This is an optimization exercise on Yosys and OpenROAD, whose aim is small area and a short achievable clock period, not a production implementation. No functional check of the RTL was part of any run shown here. Power and IR drop assume default switching activity.

===== flow/flow/run.sh =====
#!/bin/bash
# The standard layout with two changes:
#  - Yosys's ABC step maps for area with the script in flow/area.abc
#    (registers, their names and cell types are untouched)
#  - no full/half adder cell extraction (ADDER_MAP_FILE empty)
#  - the resizer may swap cells of any footprint (MATCH_CELL_FOOTPRINT=0)
#  - every port gets the smallest buffer, sky130_fd_sc_hd__buf_1
# Each tool's output goes to a log file in this folder.
set -euo pipefail
HERE=$(pwd)

# synthesis script: the standard flow's, with the ABC script swapped
sed -e 's#^source \$::env(SCRIPTS_DIR)/synth_preamble.tcl$#&\nset abc_args [lreplace $abc_args 1 1 $::env(MY_ABC_SCRIPT)]#' \
    "$FLOW_HOME/scripts/synth.tcl" > my_synth_body.tcl
grep -q MY_ABC_SCRIPT my_synth_body.tcl
sed -e "s#^source \$::env(SCRIPTS_DIR)/synth.tcl\$#source $HERE/my_synth_body.tcl#" \
    synth_recipe.tcl > my_synth_recipe.tcl
grep -q my_synth_body my_synth_recipe.tcl

sed -e "s#SYNTH_SCRIPT=[^ ]*#SYNTH_SCRIPT=$HERE/my_synth_recipe.tcl MATCH_CELL_FOOTPRINT=0#" standard.sh > my_standard.sh
grep -q my_synth_recipe my_standard.sh

export MY_ABC_SCRIPT="$FLOW_HOME/scripts/abc_speed.script"
export BUFFER_PORTS_ARGS="-buffer_cell sky130_fd_sc_hd__buf_1"
export ADDER_MAP_FILE=""
bash my_standard.sh > flow.log 2>&1

===== flow/standard.sh =====
#!/bin/bash
# synth_recipe.tcl (not shown) runs the flow's synth.tcl, then flattens the netlist and writes it again
# the make line also repeats each setting of config.mk as NAME=value (left out here)
make -C /OpenROAD-flow-scripts/flow DESIGN_CONFIG=/design/flow/config.mk WORK_HOME=/design/flow/orfs CLKGATE_MAP_FILE= SYNTH_SCRIPT=/design/flow/synth_recipe.tcl "${@:-finish}"

===== flow/config.mk =====
export PLATFORM = sky130hd
export DESIGN_NAME = exec_stage
export DESIGN_NICKNAME = exec_stage
export VERILOG_FILES = /design/flow/design.v
export SDC_FILE = /design/flow/constraint.sdc
export NUM_CORES = 4
export LEC_CHECK = 0
export CAP_MARGIN = 20
export CORE_MARGIN = 2
export CORE_UTILIZATION = 50
export CTS_BUF_LIST = sky130_fd_sc_hd__clkbuf_8
export CTS_CLUSTER_DIAMETER = 60
export CTS_CLUSTER_SIZE = 20
export SETUP_SLACK_MARGIN = 1.9
export SLEW_MARGIN = 20

===== flow/constraint.sdc =====
create_clock -name core_clock -period 4.5 [get_ports {clk}]
set_input_delay 0.9000 -clock core_clock [delete_from_list [all_inputs] [get_ports {clk}]]
set_output_delay 0.9000 -clock core_clock [all_outputs]
set_load 0.01 [all_outputs]

===== flow/design.v =====
package exec_pkg;
    typedef logic [32-1:0] word_t;     
    typedef logic [5-1:0] shamt_t;   
    typedef enum logic [4:0] {
        ALU_PA   = 5'd0,     
        ALU_PB   = 5'd1,     
        ALU_ADD  = 5'd2,
        ALU_SUB  = 5'd3,
        ALU_SUBU = 5'd4,
        ALU_OR   = 5'd5,
        ALU_AND  = 5'd6,
        ALU_XOR  = 5'd7,
        ALU_NOR  = 5'd8,
        ALU_SLT  = 5'd9,     
        ALU_SLTU = 5'd10,    
        ALU_SLL  = 5'd11,
        ALU_SRL  = 5'd12,
        ALU_SRA  = 5'd13,
        ALU_NOP  = 5'd14
    } alu_op_t;
    typedef enum logic [1:0] {
        A_RS   = 2'd0,       
        A_LINK = 2'd1,       
        A_EXT  = 2'd2,       
        A_SPC  = 2'd3        
    } src_a_t;
    typedef enum logic [1:0] {
        B_RT  = 2'd0,        
        B_EXT = 2'd1         
    } src_b_t;
    typedef enum logic [1:0] {
        FWD_NONE = 2'd0,     
        FWD_ALU  = 2'd1,     
        FWD_MEM  = 2'd2      
    } fwd_t;
    typedef logic [11-1:0] ctrl_t;
endpackage
module alu_logic (
    input  exec_pkg::word_t    a_i,
    input  exec_pkg::word_t    p_i,
    input  exec_pkg::ctrl_t    ctrl_i,
    input  exec_pkg::word_t    shift_i,     
    output exec_pkg::word_t    y_o
);
    localparam int W     = 32;
    localparam int LOG_W = 5;      
    logic [W-1:0] gp [0:LOG_W];      
    logic [W-1:0] pp [0:LOG_W];      
    logic [W-1:0] c;                 
    logic [W-1:0] g_i;               
    logic [3:0]   lut;
    logic         arith;
    logic         cin;
    exec_pkg::word_t other;          
    exec_pkg::word_t y_c0;           
    exec_pkg::word_t y_c1;           
    logic         signs_differ;
    logic         lt_c0;             
    logic         lt_c1;             
    assign arith = ctrl_i[4];
    assign cin   = ctrl_i[5];
    assign g_i = a_i & ~p_i;
    assign gp[0] = {g_i[W-1:1], p_i[0] ? cin : a_i[0]};
    assign pp[0] = p_i;
    for (genvar l = 0; l < LOG_W; l++)
    begin : g_pfx
        for (genvar i = 0; i < W; i++)
        begin : g_bit
            if ((i >> l) & 1)
            begin : g_op
                localparam int J = ((i >> l) << l) - 1;
                assign gp[l+1][i] = gp[l][i] | (pp[l][i] & gp[l][J]);
                assign pp[l+1][i] = pp[l][i] & pp[l][J];
            end
            else
            begin : g_pass
                assign gp[l+1][i] = gp[l][i];
                assign pp[l+1][i] = pp[l][i];
            end
        end
    end
    assign c = {gp[LOG_W][W-2:0], cin};
    assign lut = ctrl_i[3:0];
    for (genvar i = 0; i < W; i++)
    begin : g_logic
        assign other[i] = lut[{a_i[i], p_i[i]}];
    end
    assign signs_differ = ~p_i[W-1];
    assign lt_c0 = ctrl_i[7] ? (signs_differ ? a_i[W-1] :  p_i[W-1]) : ~g_i[W-1];
    assign lt_c1 = ctrl_i[7] ? (signs_differ ? a_i[W-1] : ~p_i[W-1]) : ~(g_i[W-1] | p_i[W-1]);
    assign y_c0 = other | ({W{arith}} &  p_i);
    assign y_c1 = other | ({W{arith}} & ~p_i);
    assign y_o[0] = (c[0] ? y_c1[0] : y_c0[0])
                  | (ctrl_i[6] & (c[W-1] ? lt_c1 : lt_c0))
                  | shift_i[0];
    for (genvar i = 1; i < W; i++)
    begin : g_pick
        assign y_o[i] = (c[i] ? y_c1[i] : y_c0[i]) | shift_i[i];
    end
endmodule
module barrel_shifter (
    input  exec_pkg::word_t    value_i,
    input  logic [3:0]         sh_lo_i,
    input  logic [3:0]         sh_hi_i,
    input  logic               sh_16_i,
    input  exec_pkg::ctrl_t    ctrl_i,
    output exec_pkg::word_t    y_o
);
    localparam int W = 32;
    logic             fill;
    logic [W+2:0]     val_f;         
    logic [W+11:0]    sh_a_f;
    logic [W+15:0]    sh_b_f;
    exec_pkg::word_t  sh_a;          
    exec_pkg::word_t  sh_b;          
    exec_pkg::word_t  sh_c;          
    assign fill  = ctrl_i[10] & value_i[W-1];    
    assign val_f = {{3{fill}}, value_i};
    for (genvar i = 0; i < W; i++)
    begin : g_sh_a
        assign sh_a[i] = (sh_lo_i[0] & val_f[i])
                       | (sh_lo_i[1] & val_f[i + 1])
                       | (sh_lo_i[2] & val_f[i + 2])
                       | (sh_lo_i[3] & val_f[i + 3]);
    end
    assign sh_a_f = {{12{fill}}, sh_a};
    for (genvar i = 0; i < W; i++)
    begin : g_sh_b
        assign sh_b[i] = (sh_hi_i[0] & sh_a_f[i])
                       | (sh_hi_i[1] & sh_a_f[i + 4])
                       | (sh_hi_i[2] & sh_a_f[i + 8])
                       | (sh_hi_i[3] & sh_a_f[i + 12]);
    end
    assign sh_b_f = {{16{fill}}, sh_b};
    for (genvar i = 0; i < W; i++)
    begin : g_out
        assign sh_c[i] = sh_16_i ? sh_b_f[i + 16] : sh_b[i];
        assign y_o[i]  = (ctrl_i[8] & sh_c[i])
                       | (ctrl_i[9]  & sh_c[W-1-i]);
    end
endmodule
module operand_select (
    input  logic               clk,
    input  logic               rst,
    input  logic               valid_i,
    input  exec_pkg::alu_op_t  alu_op_i,
    input  exec_pkg::src_a_t   src_a_i,
    input  exec_pkg::src_b_t   src_b_i,
    input  exec_pkg::fwd_t     fwd_a_i,
    input  exec_pkg::fwd_t     fwd_b_i,
    input  exec_pkg::fwd_t     fwd_st_i,
    input  logic               spc_clr_i,
    input  exec_pkg::word_t    rs_i,
    input  exec_pkg::word_t    rt_i,
    input  exec_pkg::word_t    ext_i,
    input  exec_pkg::word_t    pc_i,
    input  exec_pkg::word_t    fw_alu_i,
    input  exec_pkg::word_t    fw_mem_i,
    output logic               valid_o,
    output exec_pkg::ctrl_t    ctrl_o,
    output exec_pkg::word_t    a_o,
    output exec_pkg::word_t    p_o,         
    output exec_pkg::word_t    store_o,
    output exec_pkg::word_t    spc_o,
    output logic [3:0]         sh_lo_o,     
    output logic [3:0]         sh_hi_o,     
    output logic               sh_16_o      
);
    exec_pkg::word_t st_fwd;
    exec_pkg::word_t link_addr;
    exec_pkg::word_t a_sel;
    exec_pkg::word_t b_sel;
    exec_pkg::ctrl_t ctrl;
    logic            zero_a;
    logic            inv_b;
    logic [3:0]      lut_ab;     
    exec_pkg::word_t a_op;
    exec_pkg::word_t b_op;
    logic a_rs, a_fa, a_fm, a_link, a_ext, a_spc;
    logic b_rt, b_fa, b_fm, b_ext;
    logic s_rt, s_fa, s_fm;
    assign a_rs   = (src_a_i == exec_pkg::A_RS) & (fwd_a_i == exec_pkg::FWD_NONE);
    assign a_fa   = (src_a_i == exec_pkg::A_RS) & (fwd_a_i == exec_pkg::FWD_ALU);
    assign a_fm   = (src_a_i == exec_pkg::A_RS) & fwd_a_i[1];
    assign a_link = (src_a_i == exec_pkg::A_LINK);
    assign a_ext  = (src_a_i == exec_pkg::A_EXT);
    assign a_spc  = (src_a_i == exec_pkg::A_SPC);
    assign b_rt   = ~src_b_i[0] & (fwd_b_i == exec_pkg::FWD_NONE);
    assign b_fa   = ~src_b_i[0] & (fwd_b_i == exec_pkg::FWD_ALU);
    assign b_fm   = ~src_b_i[0] & fwd_b_i[1];
    assign b_ext  = src_b_i[0];
    assign s_rt   = (fwd_st_i == exec_pkg::FWD_NONE);
    assign s_fa   = (fwd_st_i == exec_pkg::FWD_ALU);
    assign s_fm   = fwd_st_i[1];
    exec_pkg::word_t carry;      
    assign carry[2:0] = 3'b100;
    for (genvar i = 3; i < 32; i++)
    begin : g_inc
        assign carry[i] = &pc_i[i-1:2];
    end
    assign link_addr = pc_i ^ carry;     
    assign a_sel = ({32{a_rs}}   & rs_i)
                 | ({32{a_fa}}   & fw_alu_i)
                 | ({32{a_fm}}   & fw_mem_i)
                 | ({32{a_link}} & link_addr)
                 | ({32{a_ext}}  & ext_i)
                 | ({32{a_spc}}  & spc_o);     
    assign b_sel = ({32{b_rt}}  & rt_i)
                 | ({32{b_fa}}  & fw_alu_i)
                 | ({32{b_fm}}  & fw_mem_i)
                 | ({32{b_ext}} & ext_i);
    assign st_fwd = ({32{s_rt}} & rt_i)
                  | ({32{s_fa}} & fw_alu_i)
                  | ({32{s_fm}} & fw_mem_i);
    assign inv_b = alu_op_i[3] ? (~alu_op_i[2] & ~(alu_op_i[1] & alu_op_i[0]))
                               : (alu_op_i[2] | alu_op_i[0]);
    assign zero_a = alu_op_i[3] & (alu_op_i[2] | (alu_op_i[1] & alu_op_i[0]));
    always_comb
    begin
        ctrl   = '0;
        lut_ab = 4'b0000;
        case (alu_op_i)
            exec_pkg::ALU_PA:   lut_ab = 4'b1100;
            exec_pkg::ALU_PB:   lut_ab = 4'b1010;
            exec_pkg::ALU_ADD,
            exec_pkg::ALU_SUB,
            exec_pkg::ALU_SUBU: ctrl[4] = 1'b1;
            exec_pkg::ALU_OR:   lut_ab = 4'b1110;
            exec_pkg::ALU_AND:  lut_ab = 4'b1000;
            exec_pkg::ALU_XOR:  lut_ab = 4'b0110;
            exec_pkg::ALU_NOR:  lut_ab = 4'b0001;
            exec_pkg::ALU_SLT:  begin ctrl[6] = 1'b1; ctrl[7] = 1'b1; end
            exec_pkg::ALU_SLTU: ctrl[6] = 1'b1;
            exec_pkg::ALU_SLL:  ctrl[9] = 1'b1;
            exec_pkg::ALU_SRL:  ctrl[8] = 1'b1;
            exec_pkg::ALU_SRA:  begin ctrl[8] = 1'b1; ctrl[10] = 1'b1; end
            default: ;           
        endcase
        for (int k = 0; k < 4; k++)
            ctrl[k] = lut_ab[{k[1], k[1] ^ k[0] ^ inv_b}];
        ctrl[5] = inv_b;
    end
    exec_pkg::word_t b_rev;
    for (genvar i = 0; i < 32; i++)
    begin : g_rev
        assign b_rev[i] = ctrl[9] ? b_sel[32-1-i] : b_sel[i];
    end
    assign a_op = a_sel & {32{~zero_a}};
    assign b_op = b_rev ^ {32{inv_b}};
    always_ff @(posedge clk)
    begin
        if (!rst)
            spc_o <= '0;
        else if (spc_clr_i)
            spc_o <= '0;
        else if (valid_i)
            spc_o <= pc_i;
    end
    always_ff @(posedge clk)
    begin
        if (!rst)
            valid_o <= 1'b0;
        else
            valid_o <= valid_i;
    end
    always_ff @(posedge clk)
    begin
        ctrl_o  <= ctrl;
        a_o     <= a_op;
        p_o     <= a_op ^ b_op;
        sh_lo_o <= 4'b0001 << a_sel[1:0];
        sh_hi_o <= 4'b0001 << a_sel[3:2];
        sh_16_o <= a_sel[4];
        store_o <= st_fwd;
    end
endmodule
module result_stage (
    input  logic               clk,
    input  logic               rst,
    input  logic               valid_i,
    input  exec_pkg::ctrl_t    ctrl_i,
    input  exec_pkg::word_t    a_i,
    input  exec_pkg::word_t    p_i,         
    input  exec_pkg::word_t    store_i,
    input  logic [3:0]         sh_lo_i,
    input  logic [3:0]         sh_hi_i,
    input  logic               sh_16_i,
    output logic               valid_o,
    output exec_pkg::word_t    result_o,
    output exec_pkg::word_t    store_data_o
);
    exec_pkg::word_t alu_y;
    exec_pkg::word_t shift_y;
    barrel_shifter i_shifter (
        .value_i  (p_i),
        .sh_lo_i (sh_lo_i),
        .sh_hi_i (sh_hi_i),
        .sh_16_i (sh_16_i),
        .ctrl_i   (ctrl_i),
        .y_o      (shift_y)
    );
    alu_logic i_alu (
        .a_i     (a_i),
        .p_i     (p_i),
        .ctrl_i  (ctrl_i),
        .shift_i (shift_y),
        .y_o     (alu_y)
    );
    always_ff @(posedge clk)
    begin
        if (!rst)
            valid_o <= 1'b0;
        else
            valid_o <= valid_i;
    end
    always_ff @(posedge clk)
    begin
        result_o     <= alu_y;
        store_data_o <= store_i;
    end
endmodule
module exec_stage (
    input  logic               clk,
    input  logic               rst,
    input  logic               valid_i,
    input  exec_pkg::alu_op_t  alu_op_i,
    input  exec_pkg::src_a_t   src_a_i,
    input  exec_pkg::src_b_t   src_b_i,
    input  exec_pkg::fwd_t     fwd_a_i,
    input  exec_pkg::fwd_t     fwd_b_i,
    input  exec_pkg::fwd_t     fwd_st_i,
    input  logic               spc_clr_i,
    input  exec_pkg::word_t    rs_i,
    input  exec_pkg::word_t    rt_i,
    input  exec_pkg::word_t    ext_i,
    input  exec_pkg::word_t    pc_i,
    input  exec_pkg::word_t    fw_alu_i,
    input  exec_pkg::word_t    fw_mem_i,
    output logic               valid_o,
    output exec_pkg::word_t    result_o,
    output exec_pkg::word_t    store_data_o,
    output exec_pkg::word_t    spc_o
);
    logic    op_valid;
    exec_pkg::ctrl_t   op_ctrl;
    exec_pkg::word_t   op_a;
    exec_pkg::word_t   op_p;
    exec_pkg::word_t   op_store;
    logic [3:0]        op_sh_lo;
    logic [3:0]        op_sh_hi;
    logic              op_sh_16;
    operand_select i_operand_select (
        .clk       (clk),
        .rst       (rst),
        .valid_i   (valid_i),
        .alu_op_i  (alu_op_i),
        .src_a_i   (src_a_i),
        .src_b_i   (src_b_i),
        .fwd_a_i   (fwd_a_i),
        .fwd_b_i   (fwd_b_i),
        .fwd_st_i  (fwd_st_i),
        .spc_clr_i (spc_clr_i),
        .rs_i      (rs_i),
        .rt_i      (rt_i),
        .ext_i     (ext_i),
        .pc_i      (pc_i),
        .fw_alu_i  (fw_alu_i),
        .fw_mem_i  (fw_mem_i),
        .valid_o   (op_valid),
        .ctrl_o    (op_ctrl),
        .a_o       (op_a),
        .p_o       (op_p),
        .store_o   (op_store),
        .spc_o     (spc_o),
        .sh_lo_o  (op_sh_lo),
        .sh_hi_o  (op_sh_hi),
        .sh_16_o  (op_sh_16)
    );
    result_stage i_result_stage (
        .clk          (clk),
        .rst          (rst),
        .valid_i      (op_valid),
        .ctrl_i       (op_ctrl),
        .a_i          (op_a),
        .p_i          (op_p),
        .store_i      (op_store),
        .sh_lo_i     (op_sh_lo),
        .sh_hi_i     (op_sh_hi),
        .sh_16_i     (op_sh_16),
        .valid_o      (valid_o),
        .result_o     (result_o),
        .store_data_o (store_data_o)
    );
endmodule

==> notes.md, run 1 <==
CP cell instances=buf_4, a22oi_2, a21boi_0, a2111o_1, mux2_2, a21oi_1, o21ai_0, a311o_1; first-pass GRT wire length=between 80000 and 90000 um; FF-to-FF path depth=8; largest area contributor in the netlist=dfxtp_1; Via density=around 6.4; Synth top area share=between 30% and 40%; Initial Utilization=between 50% and 60%; cell class contributing the biggest share of worst-path delay=compound AO/OA/AOI/OAI gates; Top Ports=308; CP Buf/Inv Count=1; Tcrit/Tclk final=58.16%; Die X=about 170 um; core area=27630 um2; CP peak stage delay=between 0.4 and 0.5 ns; final setup fails=0; synth top area cells=dfxtp_1 31%, mux2i_1 7.3%, xnor2_1 5.6%; Worst Path Arrival=about 3.1 ns; Crit path depth=8; Setup crit start kind=flop; Flop pwr share=40.3%; CP max FO=24; PwrDens=approximately 400 nW/um2; switching power=approximately 0.0027 W; DRC Markers=0; fmax=between 300 and 400 MHz; Syn. warnings=5; vias in the first global route=roughly 13k; Switching Fraction=42.10%; antenna violations before repair=7; Layout Skew=between 0.03 and 0.04 ns; WP data required=a little under 5 ns; P_int=about 0.0037 W; Netlist cell types=85; Clk pwr share=a little over a fifth; Die H=roughly 170 um; RSZ-0062 raised after global routing=yes; critical path endpoint category=flop; routed via count=about 15k; synthesized flop and latch total=214; starting DRC count in detailed routing=about 1.7k; clock root buffer=clkbuf_8; total gr overflow=0; Clk Latency, worst-skew pair=0.59 ns; Row Count=between 60 and 70; H-tree depth=1; slowest CP cell=dfxtp_4; TritonCTS clock tree=done; setup_tns=0 ns; RD Place Congestion=between 0.9 and 1; outcome=complete, no violations; clock sinks=around 210; Area Growth Syn to Fin=16.91%; drt pass-1 iters=8; Crit Path Class=flop to flop; DR WL/cell=between 20 and 30 um; CTS Hold Bufs=0; Slew @ Worst Pin=1.063 ns; cts bufs inserted=21; FFs w/ async S/R, synth=0%; post-route antenna net violation count=0; class of the most critical hold timing path=flop to flop; die area=~30000 um2; Syn Std Cell Area=13920 um2; LEAKAGE=slightly below 6 nW; hpwl dp=between 40000 and 50000 um; clock slew at reported path FFs=0.10 ns; largest net degree at the start of global routing=46; syn_nets=about 1.9k; Primary FF master, synth=dfxtp_1; Syn Area/Cell=roughly 8.4 um2; peak supply drop=0.0003495 V; I/O Buffers=about 310; number of synthesized flops with an enable pin=0; Max-slew headroom=between 20 and 30%; Clock Tree Buf Depth=3; Hold Path Stages=0; combinational share of power=roughly 38%; nets=around 2.1k; Seq/Total Area, Yosys=a little over 30%; Final Max Slew Viols=0; Final Hold Vio Count=0; Tot Pwr=approximately 0.0064 W; Max-cap violations=0; Overall Global Routing Usage=about 39%; Syn Inst Count=between 1.5k and 2k; share of layout cells above drive strength 1=between 10% and 20%; crit path time final=roughly 2.6 ns; final WL=59170 um
-- power by group through the flow --
stage / combinational (W) / clock [W] / sequential, W
6_report: 0.00241 / 0.00139 / 0.00256
4_1_cts: 0.00225 / 0.00141 / 0.00255
5_1_grt: 0.00256 / 0.00148 / 0.00260
2_1_floorplan: 0.00167 / 0 / 0.00232
3_3_place_gp: 0.00217 / 0 / 0.00258
3_5_place_dp: 0.00217 / 0 / 0.00258
-- through the flow --
stage / hold WS, ns / utilization [%] / instance area, um2 / worst slack, ns / instances
global route: 0.3134 / 58.87 / 16270 / 1.817 / 2299
finish: 0.3193 / 58.92 / 16280 / 1.883 / 2304
detailed placement: 0.3121 / 55.13 / 15230 / 0.8432 / 2235
floorplan: 0.3096 / - / 13940 / 1.813 / 1662
CTS: 0.3157 / 57.56 / 15900 / 1.780 / 2278
global placement: 0.3097 / 55.13 / 15230 / 0.8754 / 2235
-- synth_stat cells, drive strengths merged, types with 23 or more instances --
cell type,n
dfxtp,214
nand2,195
a21oi,139
clkbuf,126
nor2,121
mux2i,102
a22oi,93
xnor2,89
o21ai,83
a221oi,65
nand3b,37
mux4,33
buf,32
a31oi,23
-- timing repair --
action,in CTS,in global routing
endpoints found under the setup margin,58,62
gates resized for setup,43,51
setup buffers,5,20
pin swaps,6,13
cloned,0,1
-- state kept, by name (all words and copies together), names as in the netlist, 11 cells and up --
register	cells
i_operand_select.spc_o	32
i_result_stage.store_data_o	32
i_result_stage.result_o	32
i_operand_select.a_o	32
i_operand_select.store_o	32
i_operand_select.ctrl_o	11
i_operand_select.p_o	32
-- cells in the final DEF, fill, tap and decap left out, types with 10 or more instances in the layout --
cell type  count
clkbuf_8      23
dfxtp_1      193
nor3b_1       17
nand3_1       21
xnor2_1       89
a221oi_1      56
a22oi_1       91
mux4_2        32
mux2i_1      101
xor2_1        22
nand2_1      193
nor2_1       118
a31oi_1       18
nand2b_1      10
nand3b_1      37
a221o_1       12
o21ai_0       80
nor3_1        13
and3_1        12
buf_1        295
a21oi_1      135
inv_1         22
dfxtp_2       14
buf_4         68
a21boi_0      12
-- routing by layer --
metal / vias up / wire [um] / track usage [%]
met2: 848 / 27800 / 65.83
li1: 6656 / - / -
met4: 4 / 4743 / 24.17
met5: - / 24 / 0
met3: 192 / 5101 / 7.819
met1: 6958 / 21500 / 46.02
-- layout make-up --
type	count	area (um2)
Antenna cell	5	12.51
Clock buffer	23	316.6
Clock inverter	15	187.7
Fill cell	2662	11350
Inverter	23	86.33
Multi-Input combinational cell	1268	9126
Sequential cell	214	4328
Tap cell	378	473.0
Timing Repair Buffer	378	1748
-- kinds of logic (layout without fill, tap and decap cells) --
logic type	after synthesis	after routing	synth area share, %
multiplexers	139	139	13.02
other	0	5	0
flip-flops	214	214	30.77
XOR/XNOR	111	111	6.982
buffers and inverters	181	439	5.868
AO/OA/AOI/OAI	529	529	26.35
AND/OR/NAND/NOR	488	489	17.01
-- path summary, 6_finish.rpt --
check | from | end | slack (ns)
max | i_operand_select.sh_lo_o[2]$_SDFF_PN0_ | i_result_stage.result_o[26]$_DFF_P_ | 1.88
min | i_operand_select.store_o[9]$_DFF_P_ | i_result_stage.store_data_o[9]$_DFF_P_ | 0.32
max reg2reg | i_operand_select.sh_lo_o[2]$_SDFF_PN0_ | i_result_stage.result_o[26]$_DFF_P_ | 1.88
min reg2reg | i_operand_select.store_o[9]$_DFF_P_ | i_result_stage.store_data_o[9]$_DFF_P_ | 0.32
==> inputs of run 2 (changes only) <==
--- a/flow/flow/run.sh
+++ b/flow/flow/run.sh
@@ -21,6 +21,8 @@
 grep -q my_synth_recipe my_standard.sh
 
-export MY_ABC_SCRIPT="$FLOW_HOME/scripts/abc_speed.script"
+export MY_ABC_SCRIPT="$HERE/flow/map.abc"
 export BUFFER_PORTS_ARGS="-buffer_cell sky130_fd_sc_hd__buf_1"
 export ADDER_MAP_FILE=""
+# clock tree: as ORFS builds it, without dummy load cells
+export CTS_ARGS="-sink_clustering_enable -repair_clock_nets -dont_use_dummy_load -sink_clustering_size 20 -sink_clustering_max_diameter 60 -buf_list sky130_fd_sc_hd__clkbuf_8"
 bash my_standard.sh > flow.log 2>&1
==> flow/flow/map.abc (new file) <==
&get -n
&st
&dch
&nf
&put
topo
stime -c
==> run 2 against run 1 <==
Against the previous run:
- still clean
- register-to-register slack got worse by 0.12 ns
- synthesized cell count fell by 20%
- sequential cell count did not move
- combinational power fell by 19%
- non-clock buffer count fell by 9
- sequential share of layout area rose by 3.2 points
- global-route usage fell by 2.0 points
- via count fell by 8.3%
- maximum frequency fell by 4.5%
- critical path type unchanged
==> notes.md, run 2 <==
outcome=complete, no violations; crit path from=i_operand_select.p_o[0]$_DFF_P_; R2R Setup Slk=1.76 ns (-0.12 ns); clock root buffer=clkbuf_8; count leader, synth=nand2_1; final WL=46950 um (-21%); DRC Markers=0 (unchanged); Syn Inst Count=1328 (-20%); class of the most critical hold timing path=flop to flop; Max-cap violations=0 (unchanged); RD Place Congestion=0.9960 (+1.2%); syn_nets=1539 (-18%); Critical Path Sink=i_result_stage.result_o[25]$_DFF_P_; clock sinks=214 (unchanged); post-route antenna net violation count=0 (unchanged); Tcrit/Tclk final=60.88% (+2.7 points); Overall Global Routing Usage=37.21% (-2.0 points); antenna violations before repair=1 (-6); Seq/Total Area, Yosys=36.33% (+5.6 points); number of synthesized flops with an enable pin=0 (unchanged); synth top area cells=dfxtp_1 36%, a222oi_1 10%, nand2_1 8.1%; reg-to-reg startpoint=i_operand_select.p_o[0]$_DFF_P_; Syn Std Cell Area=11790 um2 (-15%); most common cell after layout, fill and taps aside=buf_1; Row Count=56 (-8.2%); CTS Hold Bufs=0 (unchanged); Primary FF master, synth=dfxtp_1; Die X=157.6 um (-7.8%); cts bufs inserted=21 (unchanged); Via density=6.593 (+3.6%); drt pass-1 iters=11 (+3); Max-slew headroom=30.33% (+1.2 points); nets=1932 (-8.7%); Initial Utilization=50.54% (+0.14 points); first-pass GRT wire length=71390 um (-16%); Syn Area/Cell=8.879 um2 (+6.0%); Clock Tree Buf Depth=3 (unchanged); fmax=365.0 MHz (-4.5%); WP data required=4.95 ns (about the same); FF-to-FF path depth=8 (unchanged); largest net degree at the start of global routing=62 (+35%); most frequent cells in the layout=301 x buf_1, 254 x nand2_1, 193 x dfxtp_1; RSZ-0062 raised after global routing=yes; crit path time final=2.739 ns (+0.1224 ns); RR Endpoint=i_result_stage.result_o[25]$_DFF_P_; TritonCTS clock tree=done; critical path endpoint category=flop; PwrDens=384.1 nW/um2 (-1.6%); core area=23330 um2 (-16%); # fillers=2228 (-16%); synthesized flop and latch total=214 (unchanged); Layout Skew=0.06881 ns (+0.03080 ns); FFs w/ async S/R, synth=0% (unchanged); Tot Pwr=0.005565 W (-12%); final setup fails=0 (unchanged); clock slew at reported path FFs=0.11 ns (about the same); Netlist cell types=55 (-35%); H-tree depth=1 (unchanged); Clk Latency, worst-skew pair=0.57 ns (-0.02 ns); Final Max Slew Viols=0 (unchanged); commonest cells in the netlist=254 x nand2_1, 214 x dfxtp_1, 119 x a222oi_1; Final Hold Vio Count=0 (unchanged); Antenna Cells=0 (-5); Area Growth Syn to Fin=22.88%; Crit Path Class=flop to flop; setup_tns=0 ns (unchanged); largest area contributor in the netlist=dfxtp_1; total gr overflow=0 (unchanged); Slew @ Worst Pin=1.044 ns (-0.01872 ns); vias in the first global route=12.24k (-8.8%); Syn. warnings=5 (unchanged); Setup crit start kind=flop; starting DRC count in detailed routing=2339 (+40%); share of layout cells above drive strength 1=11.23% (-1.8 points); CP max FO=6 (-75%); die area=24830 um2 (-15%); hpwl dp=33620 um (-27%); I/O Buffers=306 (unchanged); peak supply drop=0.0001887 V (-46%); Synth top area share=36.33% (+5.6 points); Worst Path Arrival=3.19 ns (+0.12 ns); DR WL/cell=23.04 um (-10%); Top Ports=308 (unchanged); routed via count=13.44k (-8.3%); Die H=157.6 um (-7.8%); LEAKAGE=5.339 nW (-8.6%)
[run 2: power breakdown]
| group | switching [W] | internal, W | total (W) |
|---|---|---|---|
| clock network | 0.000638 | 0.000416 | 0.00105 |
| registers | 0.000401 | 0.00215 | 0.00255 |
| logic | 0.00112 | 0.000839 | 0.00196 |
[run 2: layout make-up]
type	count	area (um2)	share of cell area, %
Clock buffer	21	289.0	1.995
Multi-Input combinational cell	1099	7756	53.53
Tap cell	319	399.1	2.755
Sequential cell	214	4315	29.78
Timing Repair Buffer	369	1669	11.52
Inverter	16	60.06	0.4145
[run 2: cells by family (layout without fill, tap and decap cells)]
group | after synthesis | after routing | share of synthesized area, %
AND/OR/NAND/NOR | 451 | 451 | 16.72
multiplexers | 74 | 74 | 9.741
XOR/XNOR | 85 | 85 | 6.314
flip-flops | 214 | 214 | 36.33
buffers and inverters | 16 | 406 | 0.5094
AO/OA/AOI/OAI | 488 | 489 | 30.38
[run 2: worst min path at each step]
stage          cells after the start                                       to                                  from  slack, ns
2_1_floorplan                      0   i_result_stage.store_data_o[0]$_DFF_P_   i_operand_select.store_o[0]$_DFF_P_       0.31
3_3_place_gp                       0  i_result_stage.store_data_o[31]$_DFF_P_  i_operand_select.store_o[31]$_DFF_P_       0.31
3_5_place_dp                       0  i_result_stage.store_data_o[14]$_DFF_P_  i_operand_select.store_o[14]$_DFF_P_       0.31
4_1_cts                            0   i_result_stage.store_data_o[1]$_DFF_P_   i_operand_select.store_o[1]$_DFF_P_       0.29
5_1_grt                            0  i_result_stage.store_data_o[31]$_DFF_P_  i_operand_select.store_o[31]$_DFF_P_       0.30
6_report                           0   i_result_stage.store_data_o[1]$_DFF_P_   i_operand_select.store_o[1]$_DFF_P_       0.31
[run 2: worst max-delay path: stages, from the launching register on]
cell	delay, ns
dfxtp_4	0.37
mux2_4	0.30
mux2_4	0.29
a31oi_4	0.27
o221ai_4	0.17
a221o_2	0.49
a21o_4	0.29
a211o_1	0.29
o211ai_1	0.16
[run 2: through the flow]
step / area [um2] / hold WS (ns) / cells / utilization [%] / worst slack, ns
final: 14490 / 0.3070 / 2038 / 62.10 / 1.761
after global routing: 14490 / 0.2959 / 2038 / 62.10 / 1.708
after CTS: 14330 / 0.2900 / 2035 / 61.40 / 1.769
after detailed placement: 13860 / 0.3121 / 1998 / 59.41 / 0.9806
after global placement: 13860 / 0.3100 / 1998 / 59.41 / 1.043
after floorplan: 11960 / 0.3096 / 1328 / - / 1.705
[run 2: what timing repair did]
action                                  in CTS  in global routing
pin swaps                                   11                  6
endpoints found under the setup margin      45                 50
buffers inserted                            15                  3
cloned                                       1                  0
resized for setup                           23                 46
[run 2: layer usage]
metal	wire [um]	vias to the layer above	track usage (%)	part of all wire (%)
li1	-	6083	-	-
met5	15	-	0	0.032
met1	18260	6248	50.74	39
met4	2068	2	14.11	4.4
met3	5703	149	8.811	12
met2	20900	955	57.21	45
==> inputs of run 3 (changes only) <==
--- a/flow/design.v
+++ b/flow/design.v
@@ -38,5 +38,5 @@
 module alu_logic (
     input  exec_pkg::word_t    a_i,
-    input  exec_pkg::word_t    p_i,
+    input  exec_pkg::word_t    b_i,
     input  exec_pkg::ctrl_t    ctrl_i,
     input  exec_pkg::word_t    shift_i,     
@@ -48,4 +48,5 @@
     logic [W-1:0] pp [0:LOG_W];      
     logic [W-1:0] c;                 
+    logic [W-1:0] p_i;               
     logic [W-1:0] g_i;               
     logic [3:0]   lut;
@@ -60,6 +61,7 @@
     assign arith = ctrl_i[4];
     assign cin   = ctrl_i[5];
-    assign g_i = a_i & ~p_i;
-    assign gp[0] = {g_i[W-1:1], p_i[0] ? cin : a_i[0]};
+    assign p_i = a_i ^ b_i;
+    assign g_i = a_i & b_i;
+    assign gp[0] = {g_i[W-1:1], g_i[0] | (p_i[0] & cin)};
     assign pp[0] = p_i;
     for (genvar l = 0; l < LOG_W; l++)
@@ -84,9 +86,9 @@
     for (genvar i = 0; i < W; i++)
     begin : g_logic
-        assign other[i] = lut[{a_i[i], p_i[i]}];
+        assign other[i] = lut[{a_i[i], b_i[i]}];
     end
     assign signs_differ = ~p_i[W-1];
-    assign lt_c0 = ctrl_i[7] ? (signs_differ ? a_i[W-1] :  p_i[W-1]) : ~g_i[W-1];
-    assign lt_c1 = ctrl_i[7] ? (signs_differ ? a_i[W-1] : ~p_i[W-1]) : ~(g_i[W-1] | p_i[W-1]);
+    assign lt_c0 = ctrl_i[7] ? (signs_differ ? g_i[W-1] :  p_i[W-1]) : ~g_i[W-1];
+    assign lt_c1 = ctrl_i[7] ? (signs_differ ? g_i[W-1] : ~p_i[W-1]) : ~(g_i[W-1] | p_i[W-1]);
     assign y_c0 = other | ({W{arith}} &  p_i);
     assign y_c1 = other | ({W{arith}} & ~p_i);
@@ -160,5 +162,5 @@
     output exec_pkg::ctrl_t    ctrl_o,
     output exec_pkg::word_t    a_o,
-    output exec_pkg::word_t    p_o,         
+    output exec_pkg::word_t    b_o,
     output exec_pkg::word_t    store_o,
     output exec_pkg::word_t    spc_o,
@@ -172,9 +174,4 @@
     exec_pkg::word_t b_sel;
     exec_pkg::ctrl_t ctrl;
-    logic            zero_a;
-    logic            inv_b;
-    logic [3:0]      lut_ab;     
-    exec_pkg::word_t a_op;
-    exec_pkg::word_t b_op;
     logic a_rs, a_fa, a_fm, a_link, a_ext, a_spc;
     logic b_rt, b_fa, b_fm, b_ext;
@@ -213,23 +210,19 @@
                   | ({32{s_fa}} & fw_alu_i)
                   | ({32{s_fm}} & fw_mem_i);
-    assign inv_b = alu_op_i[3] ? (~alu_op_i[2] & ~(alu_op_i[1] & alu_op_i[0]))
-                               : (alu_op_i[2] | alu_op_i[0]);
-    assign zero_a = alu_op_i[3] & (alu_op_i[2] | (alu_op_i[1] & alu_op_i[0]));
     always_comb
     begin
-        ctrl   = '0;
-        lut_ab = 4'b0000;
+        ctrl = '0;
         case (alu_op_i)
-            exec_pkg::ALU_PA:   lut_ab = 4'b1100;
-            exec_pkg::ALU_PB:   lut_ab = 4'b1010;
-            exec_pkg::ALU_ADD,
+            exec_pkg::ALU_PA:   ctrl[3:0] = 4'b1100;
+            exec_pkg::ALU_PB:   ctrl[3:0] = 4'b1010;
+            exec_pkg::ALU_XOR:  ctrl[3:0] = 4'b0110;
+            exec_pkg::ALU_ADD:  ctrl[4] = 1'b1;
             exec_pkg::ALU_SUB,
-            exec_pkg::ALU_SUBU: ctrl[4] = 1'b1;
-            exec_pkg::ALU_OR:   lut_ab = 4'b1110;
-            exec_pkg::ALU_AND:  lut_ab = 4'b1000;
-            exec_pkg::ALU_XOR:  lut_ab = 4'b0110;
-            exec_pkg::ALU_NOR:  lut_ab = 4'b0001;
-            exec_pkg::ALU_SLT:  begin ctrl[6] = 1'b1; ctrl[7] = 1'b1; end
-            exec_pkg::ALU_SLTU: ctrl[6] = 1'b1;
+            exec_pkg::ALU_SUBU: begin ctrl[4] = 1'b1; ctrl[5] = 1'b1; end
+            exec_pkg::ALU_OR:   ctrl[3:0] = 4'b1110;
+            exec_pkg::ALU_AND:  ctrl[3:0] = 4'b1000;
+            exec_pkg::ALU_NOR:  ctrl[3:0] = 4'b0001;
+            exec_pkg::ALU_SLT:  begin ctrl[6] = 1'b1; ctrl[7] = 1'b1; ctrl[5] = 1'b1; end
+            exec_pkg::ALU_SLTU: begin ctrl[6] = 1'b1; ctrl[5] = 1'b1; end
             exec_pkg::ALU_SLL:  ctrl[9] = 1'b1;
             exec_pkg::ALU_SRL:  ctrl[8] = 1'b1;
@@ -237,7 +230,4 @@
             default: ;           
         endcase
-        for (int k = 0; k < 4; k++)
-            ctrl[k] = lut_ab[{k[1], k[1] ^ k[0] ^ inv_b}];
-        ctrl[5] = inv_b;
     end
     exec_pkg::word_t b_rev;
@@ -246,6 +236,4 @@
         assign b_rev[i] = ctrl[9] ? b_sel[32-1-i] : b_sel[i];
     end
-    assign a_op = a_sel & {32{~zero_a}};
-    assign b_op = b_rev ^ {32{inv_b}};
     always_ff @(posedge clk)
     begin
@@ -267,6 +255,6 @@
     begin
         ctrl_o  <= ctrl;
-        a_o     <= a_op;
-        p_o     <= a_op ^ b_op;
+        a_o     <= a_sel;
+        b_o     <= b_rev ^ {32{ctrl[5]}};
         sh_lo_o <= 4'b0001 << a_sel[1:0];
         sh_hi_o <= 4'b0001 << a_sel[3:2];
@@ -281,5 +269,5 @@
     input  exec_pkg::ctrl_t    ctrl_i,
     input  exec_pkg::word_t    a_i,
-    input  exec_pkg::word_t    p_i,         
+    input  exec_pkg::word_t    b_i,         
     input  exec_pkg::word_t    store_i,
     input  logic [3:0]         sh_lo_i,
@@ -293,5 +281,5 @@
     exec_pkg::word_t shift_y;
     barrel_shifter i_shifter (
-        .value_i  (p_i),
+        .value_i  (b_i),
         .sh_lo_i (sh_lo_i),
         .sh_hi_i (sh_hi_i),
@@ -302,5 +290,5 @@
     alu_logic i_alu (
         .a_i     (a_i),
-        .p_i     (p_i),
+        .b_i     (b_i),
         .ctrl_i  (ctrl_i),
         .shift_i (shift_y),
@@ -345,5 +333,5 @@
     exec_pkg::ctrl_t   op_ctrl;
     exec_pkg::word_t   op_a;
-    exec_pkg::word_t   op_p;
+    exec_pkg::word_t   op_b;
     exec_pkg::word_t   op_store;
     logic [3:0]        op_sh_lo;
@@ -370,5 +358,5 @@
         .ctrl_o    (op_ctrl),
         .a_o       (op_a),
-        .p_o       (op_p),
+        .b_o       (op_b),
         .store_o   (op_store),
         .spc_o     (spc_o),
@@ -383,5 +371,5 @@
         .ctrl_i       (op_ctrl),
         .a_i          (op_a),
-        .p_i          (op_p),
+        .b_i          (op_b),
         .store_i      (op_store),
         .sh_lo_i     (op_sh_lo),
==> run 3 against run 2 <==
Against the previous run:
- register-to-register slack hardly changed
- clock power fell by 5%
- cell count grew 1.1%
- setup slack got worse by 0.015 ns
- still clean
- critical path type unchanged
- largest cell class unchanged
- total power shrank 7.3%
==> notes.md, run 3 <==
CP Buf/Inv Count=1 (+1); # fillers=2152 (-3.4%); syn_nets=1569 (+1.9%); clock slew at reported path FFs=0.11 ns (about the same); class of the most critical hold timing path=flop to flop; cts bufs inserted=19 (-9.5%); Syn Std Cell Area=11830 um2 (+0.31%); most frequent cells in the layout=302 x buf_1, 270 x nand2_1, 195 x dfxtp_1; Initial Utilization=50.69% (+0.16 points); TritonCTS clock tree=done; Via density=6.585 (-0.12%); Synth top area share=36.05% (-0.28 points); Crit Path Class=flop to flop; DR WL/cell=23.49 um (+2.0%); clock root buffer=clkbuf_8; PwrDens=355.6 nW/um2 (-7.4%); Syn Inst Count=1358 (+2.3%); commonest cells in the netlist=270 x nand2_1, 213 x dfxtp_1, 122 x a21oi_1; most common cell after layout, fill and taps aside=buf_1; crit path time final=2.754 ns (+0.01475 ns); R2R Setup Slk=1.75 ns (about the same); nets=1952 (+1.0%); routed via count=13.57k (+0.96%); Area Growth Syn to Fin=22.66%; Layout Skew=0.04755 ns (-0.02126 ns); peak supply drop=0.0002567 V (+36%); hpwl dp=35330 um (+5.1%); Syn Area/Cell=8.710 um2 (-1.9%); Overall Global Routing Usage=37.66% (+0.45 points); Final Hold Vio Count=0 (unchanged); starting DRC count in detailed routing=2493 (+6.6%); register area=4294 um2 (-0.49%); CP cell instances=maj3_2, maj3_2, a31oi_4, o311ai_4, a221o_2, buf_12, nand3_2, a21oi_2, or3_4; clock sinks=213 (-0.47%); count leader, synth=nand2_1; antenna violations before repair=3 (+2); Seq/Total Area, Yosys=36.05% (-0.28 points); Clock Tree Buf Depth=3 (unchanged); vias in the first global route=12.18k (-0.47%); share of layout cells above drive strength 1=10.52% (-0.70 points); Syn. warnings=5 (unchanged); core area=23330 um2 (unchanged); CP max FO=5 (-1); Clk Latency, worst-skew pair=0.55 ns (-0.02 ns); FFs w/ async S/R, synth=0% (unchanged); Max-slew headroom=19.95% (-10 points); Top Ports=308 (unchanged); Netlist cell types=48 (-13%); critical path endpoint category=flop; post-route antenna net violation count=0 (unchanged); DRC Markers=0 (unchanged); synth top area cells=dfxtp_1 36%, a222oi_1 9.6%, nand2_1 8.6%; Primary FF master, synth=dfxtp_1; Die H=157.8 um (+0.15%); CP peak stage delay=0.48 ns (about the same); Slew @ Worst Pin=1.196 ns (+0.1517 ns); RSZ-0062 raised after global routing=yes; first-pass GRT wire length=72020 um (+0.88%); Tcrit/Tclk final=61.20% (+0.33 points); LEAKAGE=5.387 nW (+0.89%); Worst Path Arrival=3.16 ns (-0.03 ns); fmax=363.1 MHz (-0.54%); H-tree depth=1 (unchanged); largest net degree at the start of global routing=66 (+6.5%); Max-cap violations=0 (unchanged); outcome=complete, no violations; I/O Buffers=306 (unchanged); drt pass-1 iters=15 (+4); largest area contributor in the netlist=dfxtp_1; Final Util=62.18% (+0.080 points); die area=24900 um2 (+0.30%); slowest CP cell=a221o_2; setup_tns=0 ns (unchanged); final setup fails=0 (unchanged); DP Worst Slack=1.124 ns (+0.1439 ns); Setup crit start kind=flop; number of synthesized flops with an enable pin=0 (unchanged); Die X=157.8 um (+0.15%); most frequent CP cell=maj3_2; WP data required=4.91 ns (-0.04 ns); Final Max Slew Viols=0 (unchanged); synthesized flop and latch total=213 (-0.47%); Row Count=56 (unchanged); final WL=48400 um (+3.1%); fin worst setup slack=1.746 ns (-0.01475 ns); RD Place Congestion=0.9779 (-1.8%); footprint of the multi-input gates=7905 um2 (+1.9%); total gr overflow=0 (unchanged); cell class contributing the biggest share of worst-path delay=compound AO/OA/AOI/OAI gates
## run 3: cell type report
type | instances | share of cell area [%]
diodes | 2 | 0.03450
inverters | 12 | 0.3364
repair buffers | 362 | 10.99
multi-input cells | 1133 | 54.49
well taps | 319 | 2.751
clock buffers | 19 | 1.802
flip-flops and latches | 213 | 29.60
## run 3: final timing paths
| check | startpoint | endpoint | depth (start not counted) |
|---|---|---|---|
| max | i_operand_select.ctrl_o[5]$_DFF_P_ | i_result_stage.result_o[26]$_DFF_P_ | 9 |
| min | i_operand_select.store_o[13]$_DFF_P_ | i_result_stage.store_data_o[13]$_DFF_P_ | 0 |
| max reg2reg | i_operand_select.ctrl_o[5]$_DFF_P_ | i_result_stage.result_o[26]$_DFF_P_ | 9 |
| min reg2reg | i_operand_select.store_o[13]$_DFF_P_ | i_result_stage.store_data_o[13]$_DFF_P_ | 0 |
## run 3: logic make-up (layout without fill, tap and decap cells)
| group | count (synthesis) | count (layout) | share of synthesized area, % |
|---|---|---|---|
| simple gates | 502 | 502 | 18.49 |
| compound gates | 468 | 468 | 28.87 |
| flops | 213 | 213 | 36.05 |
| xor+xnor | 92 | 92 | 6.813 |
| mux | 65 | 65 | 8.886 |
| buf+inv | 12 | 393 | 0.3808 |
| fa+ha+maj | 6 | 6 | 0.5078 |
| other cells | 0 | 2 | 0 |
## run 3: metal layers
metal / global-route usage (%) / up-vias / share of wire, %
met4: 15.93 / 2 / 4.7
li1: - / 6113 / -
met3: 6.406 / 124 / 11
met5: 0 / - / 0.043
met1: 53.37 / 6340 / 40
met2: 56.58 / 987 / 44
## run 3: per-stage QoR
| stage | area, um2 | std cells | power [W] | hold WS (ns) |
|---|---|---|---|---|
| floorplan | 11950 | 1358 | 0.003344 | 0.3096 |
| global placement | 13790 | 2021 | 0.003962 | 0.3096 |
| detailed placement | 13790 | 2021 | 0.003975 | 0.3121 |
| CTS | 14220 | 2047 | 0.005016 | 0.2730 |
| global route | 14510 | 2060 | 0.005407 | 0.2633 |
| finish | 14510 | 2060 | 0.005158 | 0.2705 |
## run 3: timing repair
| item | in CTS | in global routing |
|---|---|---|
| hold buffers | 0 | 0 |
| setup endpoints to repair | 33 | 34 |
| gates resized for setup | 30 | 52 |
| pin swaps | 7 | 15 |
| endpoints found under the hold margin | 0 | 0 |
| buffers inserted | 7 | 11 |
## run 3: where the power goes
group / switching [W] / total, W / internal [W]
Sequential: 0.000264 / 0.00236 / 0.00210
Clock: 0.000623 / 0.00100 / 0.000379
Combinational: 0.00107 / 0.00180 / 0.000726
Total: 0.00196 / 0.00516 / 0.00320

-- port drivers added, routing unchanged --
The flow's constraints put no driver on any port. The routed layouts listed below were extracted and timed again, unchanged, in two steps. Step 1, drivers: a clkbuf_16 drives clk and a buf_2 each remaining input, both assumed. Step 2 also shifts input and output timing later by t, the mid clock arrival at the registers, as if the neighbouring blocks saw the same clock. Slacks: ideal ports / drivers / drivers and shift; pairs: ideal ports / drivers.
run	t, ns	setup WS [ns]	worst setup path at the end
run 1	0.619	1.883 / 1.883 / 1.301	input to register
run 2	0.582	1.761 / 1.761 / 1.382	input to register
run 3	0.574	1.746 / 1.746 / 1.372	input to register
After both steps setup and hold are still met in every run listed. The setup slack of run 1, which loses most, moves by 0.000 ns with the drivers and by -0.582 ns with both steps.
